This design comes from an exercise in tuning for small area on the open sky130 flow, not from production work.
RTL that was checked went through simulation tests only; none was proved equivalent to the original.
No activity file was given, so power comes from the tool's default toggle rates.

==> branch willow: inputs <==
==> flow/design.v <==
package vdc_pkg;
	typedef enum logic [6:0] {
		REG_HT        = 7'd0,    
		REG_HP        = 7'd2,    
		REG_SYNCW     = 7'd3,    
		REG_VT        = 7'd4,    
		REG_VP        = 7'd7,    
		REG_CTV       = 7'd9,    
		REG_CTH       = 7'd22,   
		REG_POL       = 7'd37,   
		REG_MODE      = 7'd38,   
		REG_COL       = 7'd39,   
		REG_PIX       = 7'd40,   
		REG_ROW       = 7'd41,   
		REG_LINE      = 7'd42,   
		REG_IRQ_ROW   = 7'd43,   
		REG_IRQ_LINE  = 7'd44,   
		REG_IRQ_COL   = 7'd45,   
		REG_IRQ_PIX   = 7'd46    
	} vdc_reg_e;
	typedef enum logic [1:0] {
		CH_RED,
		CH_GREEN,
		CH_BLUE
	} pal_chan_e;
	typedef struct packed {
		logic [7:0]  ht;           
		logic [7:0]  hp;           
		logic [7:0]  vt;           
		logic [7:0]  vp;           
		logic [3:0]  hw;           
		logic [3:0]  vw;           
		logic [3:0]  cth;          
		logic [4:0]  ctv;          
		logic        hspol;
		logic        vspol;
		logic        tt8bg;        
		logic [15:0] irq_raster;   
		logic [15:0] irq_column;   
	} beam_cfg_t;
	typedef struct packed {
		logic [7:0] col;
		logic [3:0] pixel;
		logic [7:0] row;
		logic [4:0] line;
	} beam_pos_t;
	typedef struct packed {
		logic       valid;
		pal_chan_e  chan;
		logic [3:0] index;
		logic [7:0] value;
	} pal_wr_t;
	typedef struct packed {
		logic [7:0] red;
		logic [7:0] green;
		logic [7:0] blue;
	} rgb_t;
endpackage
module vdc_regs (
	input  logic                    clk,
	input  logic                    reset,
	input  logic                    cs,
	input  logic                    we,
	input  logic [8-1:0]  db_in,
	input  logic [7-1:0]   direct_reg,
	input  vdc_pkg::beam_pos_t      pos,
	output logic [8-1:0]  db_out,
	output vdc_pkg::beam_cfg_t      cfg,
	output logic                    pal_we,
	output logic [5:0]              pal_adr,
	output logic [7:0]              pal_val
);
	logic [6-1:0]  sel;         
	logic [7-1:0]  target;      
	logic [8-1:0] rd_val;
	logic                   wr_cyc;
	logic                   rd_cyc;
	logic                   sel_cyc;     
	logic                   reg_wr;      
	logic                   ext;         
	logic [8-1:0] wd0;
	logic [8-1:0] wd1;
	logic [7:0]  ht, hp, vt, vp;
	logic [3:0]  hw, vw, cth;
	logic [4:0]  ctv;
	logic        hspol, vspol;
	logic [15:0] irq_raster, irq_column;
	assign wr_cyc  = cs & we;
	assign rd_cyc  = cs & ~we;
	assign sel_cyc = (direct_reg == '0);
	assign reg_wr  = wr_cyc & ~sel_cyc;
	assign wd0     = db_in & {8{~reset}};
	assign wd1     = db_in | {8{reset}};
	assign target = (direct_reg == 7'(1) || !ext) ? {1'b0, sel} : direct_reg;
	logic en_ht, en_hp, en_syncw, en_vt, en_vp, en_ctv, en_cth, en_pol, en_mode;
	logic en_irq_row, en_irq_line, en_irq_col, en_irq_pix;
	assign en_ht       = reset | (reg_wr && target == vdc_pkg::REG_HT);
	assign en_hp       = reset | (reg_wr && target == vdc_pkg::REG_HP);
	assign en_syncw    = reset | (reg_wr && target == vdc_pkg::REG_SYNCW);
	assign en_vt       = reset | (reg_wr && target == vdc_pkg::REG_VT);
	assign en_vp       = reset | (reg_wr && target == vdc_pkg::REG_VP);
	assign en_ctv      = reset | (reg_wr && target == vdc_pkg::REG_CTV);
	assign en_cth      = reset | (reg_wr && target == vdc_pkg::REG_CTH);
	assign en_pol      = reset | (reg_wr && target == vdc_pkg::REG_POL);
	assign en_mode     = reset | (reg_wr && target == vdc_pkg::REG_MODE);
	assign en_irq_row  = reset | (reg_wr && target == vdc_pkg::REG_IRQ_ROW);
	assign en_irq_line = reset | (reg_wr && target == vdc_pkg::REG_IRQ_LINE);
	assign en_irq_col  = reset | (reg_wr && target == vdc_pkg::REG_IRQ_COL);
	assign en_irq_pix  = reset | (reg_wr && target == vdc_pkg::REG_IRQ_PIX);
	always_ff @(posedge clk) begin
		if (reset | (wr_cyc & sel_cyc)) sel <= wd0[6-1:0];
	end
	always_ff @(posedge clk) begin
		if (en_ht) ht <= wd0;
		if (en_hp) hp <= wd0;
		if (en_syncw) {vw, hw} <= wd0;
		if (en_vt) vt <= wd0;
		if (en_vp) vp <= wd0;
		if (en_ctv) ctv <= wd0[4:0];
		if (en_cth) cth <= wd0[7:4];              
		if (en_pol) {hspol, vspol} <= wd0[7:6];
		if (en_mode) ext <= ~reset && (db_in == 8'h74);
		if (en_irq_row)  irq_raster[15:8] <= wd1;
		if (en_irq_line) irq_raster[7:0]  <= wd1;
		if (en_irq_col)  irq_column[15:8] <= wd1;
		if (en_irq_pix)  irq_column[7:0]  <= wd1;
	end
	assign cfg.ht         = ht;
	assign cfg.hp         = hp;
	assign cfg.vt         = vt;
	assign cfg.vp         = vp;
	assign cfg.hw         = hw;
	assign cfg.vw         = vw;
	assign cfg.cth        = cth;
	assign cfg.ctv        = ctv;
	assign cfg.hspol      = hspol;
	assign cfg.vspol      = vspol;
	assign cfg.tt8bg      = ext;
	assign cfg.irq_raster = irq_raster;
	assign cfg.irq_column = irq_column;
	always_comb begin
		rd_val = 8'hFF;
		if (!sel_cyc) begin
			case (target)
				vdc_pkg::REG_HT:    rd_val = ht;
				vdc_pkg::REG_HP:    rd_val = hp;
				vdc_pkg::REG_SYNCW: rd_val = {vw, hw};
				vdc_pkg::REG_VT:    rd_val = vt;
				vdc_pkg::REG_VP:    rd_val = vp;
				vdc_pkg::REG_CTV:   rd_val = {3'b111, ctv};
				vdc_pkg::REG_CTH:   rd_val = {cth, 4'hF};
				vdc_pkg::REG_POL:   rd_val = {hspol, vspol, 6'h3F};
				default:            rd_val = 8'hFF;
			endcase
			if (ext) begin
				case (target)
					vdc_pkg::REG_MODE:     rd_val = 8'h74;
					vdc_pkg::REG_COL:      rd_val = pos.col;
					vdc_pkg::REG_PIX:      rd_val = {4'hF, pos.pixel};
					vdc_pkg::REG_ROW:      rd_val = pos.row;
					vdc_pkg::REG_LINE:     rd_val = {3'b111, pos.line};
					vdc_pkg::REG_IRQ_ROW:  rd_val = irq_raster[15:8];
					vdc_pkg::REG_IRQ_LINE: rd_val = irq_raster[7:0];
					vdc_pkg::REG_IRQ_COL:  rd_val = irq_column[15:8];
					vdc_pkg::REG_IRQ_PIX:  rd_val = irq_column[7:0];
					default: ;
				endcase
			end
		end
	end
	always_ff @(posedge clk) begin
		if (rd_cyc) begin
			db_out <= rd_val;    
		end
	end
	assign pal_we  = wr_cyc && ext && direct_reg[6] && !(direct_reg[5] && direct_reg[4]);
	assign pal_adr = direct_reg[5:0];
	assign pal_val = db_in;
endmodule
module vdc_beam (
	input  logic               clk,
	input  logic               reset,
	input  vdc_pkg::beam_cfg_t cfg,
	output vdc_pkg::beam_pos_t pos,
	output logic               hsync,
	output logic               vsync,
	output logic               irq
);
	logic       pix_end;     
	logic       col_end;     
	logic       line_end;    
	logic       line_over;   
	logic       row_end;     
	logic       step_line;
	logic       step_row;
	logic [8:0] hs_off;      
	logic       hs_raw;
	logic       vs_raw;
	logic       irq_v;
	logic       irq_h;
	logic       irq_any;     
	function automatic logic ge8(input logic [7:0] a, input logic [7:0] b);
		logic ge;
		ge = 1'b1;
		for (int i = 0; i < 8; i++)
			ge = (a[i] & ~b[i]) | ((a[i] | ~b[i]) & ge);
		ge8 = ge;
	endfunction
	assign pix_end   = ge8({4'd0, pos.pixel}, {4'd0, cfg.cth});
	assign col_end   = ge8(pos.col, cfg.ht);
	assign line_end  = ge8({3'd0, pos.line}, {3'd0, cfg.ctv});
	assign line_over = line_end && (pos.line != cfg.ctv);
	assign row_end   = ge8(pos.row, cfg.vt);
	assign step_line = pix_end & col_end;
	assign step_row  = step_line & line_end;
	always_ff @(posedge clk) begin
		if (reset) begin
			pos <= '0;
		end else begin
			pos.pixel <= pix_end ? 4'd0 : pos.pixel + 4'd1;
			if (pix_end) begin
				pos.col <= col_end ? 8'd0 : pos.col + 8'd1;
			end
			if (line_over) begin
				pos.line <= '0;      
			end else if (step_line) begin
				pos.line <= line_end ? 5'd0 : pos.line + 5'd1;
			end
			if (step_row) begin
				pos.row <= row_end ? 8'd0 : pos.row + 8'd1;
			end
		end
	end
	assign hs_off = {1'b0, pos.col} - {1'b0, cfg.hp};
	assign hs_raw = !hs_off[8] && (hs_off[7:4] == 4'd0) && !ge8({4'd0, hs_off[3:0]}, {4'd0, cfg.hw});
	assign vs_raw = (pos.row == cfg.vp) && !ge8({3'd0, pos.line}, {4'd0, cfg.vw});
	assign irq_v = cfg.tt8bg && (pos.row == cfg.irq_raster[15:8]) &&
	               (pos.line == cfg.irq_raster[4:0]);
	assign irq_h = cfg.tt8bg && (pos.col == cfg.irq_column[15:8]) &&
	               (pos.pixel == cfg.irq_column[3:0]);
	assign irq_any = (cfg.irq_raster == 16'hFFFF) || (cfg.irq_column == 16'hFFFF);
	always_ff @(posedge clk) begin
		if (reset) begin
			hsync <= 1'b0;
			vsync <= 1'b0;
			irq   <= 1'b0;
		end else begin
			hsync <= hs_raw ^ cfg.hspol;
			vsync <= vs_raw ^ cfg.vspol;
			irq   <= irq_any ? (irq_v | irq_h) : (irq_v & irq_h);    
		end
	end
endmodule
module vdc_palette (
	input  logic                  clk,
	input  logic                  reset,
	input  logic                  pal_we,    
	input  logic [5:0]            pal_adr,   
	input  logic [7:0]            pal_val,
	input  logic [4-1:0] rgbi,
	output logic [23:0]           rgb
);
	logic [23:0] pal [16];
	localparam logic [24*16-1:0] DEF_RGB = {
		24'hFFFFFF,   
		24'hAAAAAA,   
		24'hFFFF00,   
		24'h3F3F00,   
		24'hFF00FF,   
		24'h3F003F,   
		24'hFF0000,   
		24'h7F0000,   
		24'h00FFFF,   
		24'h007F7F,   
		24'h00FF00,   
		24'h007F00,   
		24'h0000FF,   
		24'h00007F,   
		24'h555555,   
		24'h000000    
	};
	logic [7:0] val0;        
	logic [7:0] val1;        
	assign val0 = pal_val & {8{~reset}};
	assign val1 = pal_val | {8{reset}};
	for (genvar i = 0; i < 16; i++) begin : g_ent
		for (genvar c = 0; c < 3; c++) begin : g_chan
			localparam logic [7:0] DEF = DEF_RGB[24*i + 8*(2-c) +: 8];
			logic en;
			assign en = reset | (pal_we && pal_adr == 6'(16*c + i));
			always_ff @(posedge clk) begin
				if (en)
					pal[i][8*(2-c) +: 8] <= (DEF & val1) | (~DEF & val0);
			end
		end
	end
	logic [16-1:0] hot;
	logic [23:0]              rd;
	always_comb begin
		rd = '0;
		for (int i = 0; i < 16; i++) begin
			hot[i] = (rgbi == 4'(i));
			rd     = rd | (pal[i] & {24{hot[i]}});
		end
	end
	always_ff @(posedge clk) begin
		rgb <= rd;    
	end
endmodule
module vdc_top (
	input  logic          clk,
	input  logic          reset,
	input  logic          cs,            
	input  logic          we,            
	input  logic [7:0]    db_in,
	input  logic [6:0]    direct_reg,    
	input  logic [3:0]    rgbi,          
	output logic [7:0]    db_out,
	output logic          hsync,
	output logic          vsync,
	output logic          irq,
	output vdc_pkg::rgb_t rgb
);
	vdc_pkg::beam_cfg_t cfg;
	vdc_pkg::beam_pos_t pos;
	logic               pal_we;
	logic [5:0]         pal_adr;
	logic [7:0]         pal_val;
	vdc_regs i_regs (
		.clk        (clk),
		.reset      (reset),
		.cs         (cs),
		.we         (we),
		.db_in      (db_in),
		.direct_reg (direct_reg),
		.pos        (pos),
		.db_out     (db_out),
		.cfg        (cfg),
		.pal_we     (pal_we),
		.pal_adr    (pal_adr),
		.pal_val    (pal_val)
	);
	vdc_beam i_beam (
		.clk   (clk),
		.reset (reset),
		.cfg   (cfg),
		.pos   (pos),
		.hsync (hsync),
		.vsync (vsync),
		.irq   (irq)
	);
	vdc_palette i_palette (
		.clk     (clk),
		.reset   (reset),
		.pal_we  (pal_we),
		.pal_adr (pal_adr),
		.pal_val (pal_val),
		.rgbi    (rgbi),
		.rgb     (rgb)
	);
endmodule
==> flow/flow/run.sh <==
#!/bin/bash
# The standard layout (standard.sh, all steps) with three changes:
#  - synthesis maps the logic with an area-oriented ABC script (abc.script beside this
#    file), run from a copy of ORFS's scripts folder that differs only in that script;
#    flip-flops are mapped before ABC runs, so the registers are those of the standard
#    synthesis
#  - ports are buffered with the smallest buffer
#  - clock tree synthesis inserts no dummy loads
set -euo pipefail
work=$(pwd)
rm -rf "$work/scripts"
cp -r "$FLOW_HOME/scripts" "$work/scripts"
cp "$work/flow/abc.script" "$work/scripts/abc_speed.script"
export BUFFER_PORTS_ARGS="-buffer_cell sky130_fd_sc_hd__buf_1"
export CTS_ARGS="-sink_clustering_enable -repair_clock_nets -sink_clustering_size 16 -sink_clustering_max_diameter 100 -buf_list sky130_fd_sc_hd__clkbuf_8 -dont_use_dummy_load"
bash standard.sh "SCRIPTS_DIR=$work/scripts" finish > "$work/standard.log" 2>&1
==> flow/flow/abc.script <==
&get -n
&st
&dch -f
&nf -R 1000 -p
&put
buffer -c
topo
stime -c
upsize -c
dnsize -c
==> flow/standard.sh <==
#!/bin/bash
# synth_recipe.tcl (not shown) runs the flow's synth.tcl, then flattens the netlist and writes it again
# the make line also repeats each setting of config.mk as NAME=value (left out here)
make -C /OpenROAD-flow-scripts/flow DESIGN_CONFIG=/design/flow/config.mk WORK_HOME=/design/flow/orfs CLKGATE_MAP_FILE= SYNTH_SCRIPT=/design/flow/synth_recipe.tcl "${@:-finish}"
==> flow/config.mk <==
export PLATFORM = sky130hd
export DESIGN_NAME = vdc_top
export DESIGN_NICKNAME = vdc_top
export VERILOG_FILES = /design/flow/design.v
export SDC_FILE = /design/flow/constraint.sdc
export NUM_CORES = 4
export LEC_CHECK = 0
export CAP_MARGIN = 0
export CORE_MARGIN = 2
export CORE_UTILIZATION = 40
export CTS_BUF_LIST = sky130_fd_sc_hd__clkbuf_8
export CTS_CLUSTER_DIAMETER = 50
export CTS_CLUSTER_SIZE = 16
export SLEW_MARGIN = 0
==> flow/constraint.sdc <==
create_clock -name core_clock -period 8.0 [get_ports {clk}]
set_input_delay 1.6000 -clock core_clock [delete_from_list [all_inputs] [get_ports {clk}]]
set_output_delay 1.6000 -clock core_clock [all_outputs]
set_load 0.01 [all_outputs]
==> inputs of branch harbor, as changes to branch willow <==
==> flow/design.v, changed modules only <==
module vdc_regs (
	input  logic                    clk,
	input  logic                    reset,
	input  logic                    cs,
	input  logic                    we,
	input  logic [8-1:0]  db_in,
	input  logic [7-1:0]   direct_reg,
	input  vdc_pkg::beam_pos_t      pos,
	output logic [8-1:0]  db_out,
	output vdc_pkg::beam_cfg_t      cfg,
	output logic                    pal_we,
	output logic [5:0]              pal_adr,
	output logic [7:0]              pal_val
);
	logic [6-1:0]  sel;         
	logic [7-1:0]  target;      
	logic [8-1:0] rd_val;
	logic                   wr_cyc;
	logic                   rd_cyc;
	logic                   sel_cyc;     
	logic                   reg_wr;      
	logic                   ext;         
	logic [8-1:0] wd0;
	logic [8-1:0] wd1;
	logic [7:0]  ht, hp, vt, vp;
	logic [3:0]  hw, vw, cth;
	logic [4:0]  ctv;
	logic        hspol, vspol;
	logic [15:0] irq_raster, irq_column;
	assign wr_cyc  = cs & we;
	assign rd_cyc  = cs & ~we;
	assign sel_cyc = (direct_reg == '0);
	assign reg_wr  = wr_cyc & ~sel_cyc;
	assign wd0     = db_in & {8{~reset}};
	assign wd1     = db_in | {8{reset}};
	assign target = (direct_reg == 7'(1) || !ext) ? {1'b0, sel} : direct_reg;
	logic en_ht, en_hp, en_syncw, en_vt, en_vp, en_ctv, en_cth, en_pol, en_mode;
	logic en_irq_row, en_irq_line, en_irq_col, en_irq_pix;
	assign en_ht       = reset | (reg_wr && target == vdc_pkg::REG_HT);
	assign en_hp       = reset | (reg_wr && target == vdc_pkg::REG_HP);
	assign en_syncw    = reset | (reg_wr && target == vdc_pkg::REG_SYNCW);
	assign en_vt       = reset | (reg_wr && target == vdc_pkg::REG_VT);
	assign en_vp       = reset | (reg_wr && target == vdc_pkg::REG_VP);
	assign en_ctv      = reset | (reg_wr && target == vdc_pkg::REG_CTV);
	assign en_cth      = reset | (reg_wr && target == vdc_pkg::REG_CTH);
	assign en_pol      = reset | (reg_wr && target == vdc_pkg::REG_POL);
	assign en_mode     = reset | (reg_wr && target == vdc_pkg::REG_MODE);
	assign en_irq_row  = reset | (reg_wr && target == vdc_pkg::REG_IRQ_ROW);
	assign en_irq_line = reset | (reg_wr && target == vdc_pkg::REG_IRQ_LINE);
	assign en_irq_col  = reset | (reg_wr && target == vdc_pkg::REG_IRQ_COL);
	assign en_irq_pix  = reset | (reg_wr && target == vdc_pkg::REG_IRQ_PIX);
	always_ff @(posedge clk) begin
		if (reset | (wr_cyc & sel_cyc)) sel <= wd0[6-1:0];
	end
	always_ff @(posedge clk) begin
		if (en_ht) ht <= wd0;
		if (en_hp) hp <= wd0;
		if (en_syncw) {vw, hw} <= wd0;
		if (en_vt) vt <= wd0;
		if (en_vp) vp <= wd0;
		if (en_ctv) ctv <= wd0[4:0];
		if (en_cth) cth <= wd0[7:4];              
		if (en_pol) {hspol, vspol} <= wd0[7:6];
		if (en_mode) ext <= ~reset && (db_in == 8'h74);
		if (en_irq_row)  irq_raster[15:8] <= wd1;
		if (en_irq_line) irq_raster[7:0]  <= wd1;
		if (en_irq_col)  irq_column[15:8] <= wd1;
		if (en_irq_pix)  irq_column[7:0]  <= wd1;
	end
	assign cfg.ht         = ht;
	assign cfg.hp         = hp;
	assign cfg.vt         = vt;
	assign cfg.vp         = vp;
	assign cfg.hw         = hw;
	assign cfg.vw         = vw;
	assign cfg.cth        = cth;
	assign cfg.ctv        = ctv;
	assign cfg.hspol      = hspol;
	assign cfg.vspol      = vspol;
	assign cfg.tt8bg      = ext;
	assign cfg.irq_raster = irq_raster;
	assign cfg.irq_column = irq_column;
	logic [16:0] rsel;
	logic [7:0]  rsrc [17];
	always_comb begin
		rsel[0]  = (target == vdc_pkg::REG_HT);       rsrc[0]  = ht;
		rsel[1]  = (target == vdc_pkg::REG_HP);       rsrc[1]  = hp;
		rsel[2]  = (target == vdc_pkg::REG_SYNCW);    rsrc[2]  = {vw, hw};
		rsel[3]  = (target == vdc_pkg::REG_VT);       rsrc[3]  = vt;
		rsel[4]  = (target == vdc_pkg::REG_VP);       rsrc[4]  = vp;
		rsel[5]  = (target == vdc_pkg::REG_CTV);      rsrc[5]  = {3'b111, ctv};
		rsel[6]  = (target == vdc_pkg::REG_CTH);      rsrc[6]  = {cth, 4'hF};
		rsel[7]  = (target == vdc_pkg::REG_POL);      rsrc[7]  = {hspol, vspol, 6'h3F};
		rsel[8]  = ext && (target == vdc_pkg::REG_MODE);     rsrc[8]  = 8'h74;
		rsel[9]  = ext && (target == vdc_pkg::REG_COL);      rsrc[9]  = pos.col;
		rsel[10] = ext && (target == vdc_pkg::REG_PIX);      rsrc[10] = {4'hF, pos.pixel};
		rsel[11] = ext && (target == vdc_pkg::REG_ROW);      rsrc[11] = pos.row;
		rsel[12] = ext && (target == vdc_pkg::REG_LINE);     rsrc[12] = {3'b111, pos.line};
		rsel[13] = ext && (target == vdc_pkg::REG_IRQ_ROW);  rsrc[13] = irq_raster[15:8];
		rsel[14] = ext && (target == vdc_pkg::REG_IRQ_LINE); rsrc[14] = irq_raster[7:0];
		rsel[15] = ext && (target == vdc_pkg::REG_IRQ_COL);  rsrc[15] = irq_column[15:8];
		rsel[16] = ext && (target == vdc_pkg::REG_IRQ_PIX);  rsrc[16] = irq_column[7:0];
		rd_val = 8'hFF;
		for (int k = 0; k < 17; k++)
			rd_val = rd_val & ~({8{rsel[k] & ~sel_cyc}} & ~rsrc[k]);
	end
	always_ff @(posedge clk) begin
		if (rd_cyc) begin
			db_out <= rd_val;    
		end
	end
	assign pal_we  = wr_cyc && ext && direct_reg[6] && !(direct_reg[5] && direct_reg[4]);
	assign pal_adr = direct_reg[5:0];
	assign pal_val = db_in;
endmodule
module vdc_palette (
	input  logic                  clk,
	input  logic                  reset,
	input  logic                  pal_we,    
	input  logic [5:0]            pal_adr,   
	input  logic [7:0]            pal_val,
	input  logic [4-1:0] rgbi,
	output logic [23:0]           rgb
);
	logic [23:0] pal [16];
	localparam logic [24*16-1:0] DEF_RGB = {
		24'hFFFFFF,   
		24'hAAAAAA,   
		24'hFFFF00,   
		24'h3F3F00,   
		24'hFF00FF,   
		24'h3F003F,   
		24'hFF0000,   
		24'h7F0000,   
		24'h00FFFF,   
		24'h007F7F,   
		24'h00FF00,   
		24'h007F00,   
		24'h0000FF,   
		24'h00007F,   
		24'h555555,   
		24'h000000    
	};
	logic [7:0] val0;        
	logic [7:0] val1;        
	assign val0 = pal_val & {8{~reset}};
	assign val1 = pal_val | {8{reset}};
	logic [16-1:0] ent_sel;
	logic [2:0]               chan_sel;
	always_comb begin
		for (int i = 0; i < 16; i++)
			ent_sel[i] = reset | (pal_adr[3:0] == 4'(i));
		for (int c = 0; c < 3; c++)
			chan_sel[c] = reset | (pal_we && pal_adr[5:4] == 2'(c));
	end
	for (genvar i = 0; i < 16; i++) begin : g_ent
		for (genvar c = 0; c < 3; c++) begin : g_chan
			localparam logic [7:0] DEF = DEF_RGB[24*i + 8*(2-c) +: 8];
			logic en;
			assign en = ent_sel[i] & chan_sel[c];
			always_ff @(posedge clk) begin
				if (en)
					pal[i][8*(2-c) +: 8] <= (DEF & val1) | (~DEF & val0);
			end
		end
	end
	logic [16-1:0] hot;
	logic [23:0]              rd;
	always_comb begin
		rd = '0;
		for (int i = 0; i < 16; i++) begin
			hot[i] = (rgbi == 4'(i));
			rd     = rd | (pal[i] & {24{hot[i]}});
		end
	end
	always_ff @(posedge clk) begin
		rgb <= rd;    
	end
endmodule
==> flow/flow/run.sh (replaced) <==
#!/bin/bash
# The standard layout (standard.sh, all steps) with three changes:
#  - synthesis maps the logic with an area-oriented ABC script (abc.script beside this
#    file), run from a copy of ORFS's scripts folder that differs only in that script;
#    flip-flops are mapped before ABC runs, so the registers are those of the standard
#    synthesis; the adder step is skipped, so ABC also maps the few adders and
#    comparators as plain logic
#  - ports are buffered with the smallest buffer
#  - clock tree synthesis inserts no dummy loads
set -euo pipefail
work=$(pwd)
rm -rf "$work/scripts"
cp -r "$FLOW_HOME/scripts" "$work/scripts"
cp "$work/flow/abc.script" "$work/scripts/abc_speed.script"
export BUFFER_PORTS_ARGS="-buffer_cell sky130_fd_sc_hd__buf_1"
export CTS_ARGS="-sink_clustering_enable -repair_clock_nets -sink_clustering_size 16 -sink_clustering_max_diameter 70 -buf_list sky130_fd_sc_hd__clkbuf_8 -dont_use_dummy_load"
bash standard.sh "SCRIPTS_DIR=$work/scripts" "ADDER_MAP_FILE=" finish > "$work/standard.log" 2>&1
==> flow/flow/abc.script (replaced) <==
&get -n
&st
&dch -f
&nf -R 1000 -p -F 10 -A 10 -C 32
&put
- CAP_MARGIN: 0 -> 10
- CORE_UTILIZATION: 40 -> 50
- CTS_BUF_LIST: sky130_fd_sc_hd__clkbuf_8 -> default
- CTS_CLUSTER_DIAMETER: 50 -> default
- CTS_CLUSTER_SIZE: 16 -> default
- PLACE_DENSITY: default -> 0.75
- SLEW_MARGIN: 0 -> 10
==> inputs of branch yarrow, as changes to branch willow <==
==> flow/flow/run.sh (replaced) <==
#!/bin/bash
# Standard layout, with two changes: ports are buffered with the smallest
# buffer, and clock tree synthesis inserts no dummy loads.
set -euo pipefail
export BUFFER_PORTS_ARGS="-buffer_cell sky130_fd_sc_hd__buf_1"
export CTS_ARGS="-sink_clustering_enable -repair_clock_nets -sink_clustering_size 16 -sink_clustering_max_diameter 50 -buf_list sky130_fd_sc_hd__clkbuf_8 -dont_use_dummy_load"
bash standard.sh > standard.log 2>&1
removed: flow/flow/abc.script
==> notes.md <==
| quantity | branch harbor | branch willow | branch yarrow |
|---|---|---|---|
| Start point of the critical path | i_beam.pos[18] | direct_reg[0] | direct_reg[3] |
| Run status | finished clean | finished clean | finished clean |
| Arr. time, crit path | 5130 ps | 5530 ps | 4610 ps |
| Power density over the cells | 223 nW/um^2 | 221 nW/um^2 | 223 nW/um^2 |
| Sum of net half-perimeters after detailed placement | 37500 um | 38000 um | 41500 um |
| Cell internal power dissipation | 3.74 mW | 3.84 mW | 4.01 mW |
| Worst hold margin | 468 ps | 458 ps | 424 ps |
| FF-to-FF setup slack | 3320 ps | 3610 ps | 4410 ps |
| Simple-Gate Fraction of Synth Area | 0.0881 | 0.0769 | 0.0943 |
| Final period util | 0.585 | 0.638 | 0.545 |
| VDD IR max | 0.156 mV | 0.125 mV | 0.101 mV |
| Fraction of the mapped netlist area in compound gates | 0.109 | 0.128 | 0.133 |
| Met2 Routed Length | 27300 um | 26200 um | 31100 um |
| Clk pwr share | 0.254 | 0.252 | 0.284 |
| Combined area of the multi-input logic cells | 4610 sq um | 5260 sq um | 5990 sq um |
| Flip-flop and latch share of the layout cell area | 0.708 | 0.681 | 0.654 |
| Area added between synthesis and finish | 8.55% | 8.15% | 8.70% |
| Initial DRC Count | 1932 | 1603 | 1920 |
| Met3 global-route usage | 0.0409 | 0.0504 | 0.0410 |
| Cell depth of the worst hold path | 2 | 1 | 2 |
| Final clock-cell share | 0.0245 | 0.0235 | 0.0325 |
The RTL of branch harbor was laid out without a check of its function.

[re-timing with driven ports]
No port has a modelled driver above. Below, the same layouts with a new extraction and two added sets of constraints.
Step 1, drivers: a clkbuf_16 drives clk and a buf_2 each remaining input, both assumed.
Step 2 also shifts input and output timing later by t, the mid clock arrival at the registers, as if the neighbouring blocks saw the same clock.
Three values: ideal, step 1, step 2; two values: the first two.
| run | t, ns | setup WS [ns] | latest minus earliest clock arrival (ns) | worst register clock-pin slew, ns | worst data-port slew with drivers (ns) |
|---|---|---|---|---|---|
| branch willow | 0.660 | 2.897 / 2.851 / 2.191 | 0.064 / 0.064 | 0.11 / 0.11 | 0.10 |
| branch harbor | 0.631 | 3.316 / 3.316 / 2.898 | 0.036 / 0.037 | 0.11 / 0.11 | 0.10 |
| branch yarrow | 0.704 | 3.643 / 3.673 / 2.969 | 0.158 / 0.158 | 0.10 / 0.10 | 0.12 |
After both steps every run listed still meets setup and hold. For branch willow, which loses most, drivers alone change the setup slack by -0.046 ns; drivers and shift together by -0.706 ns.
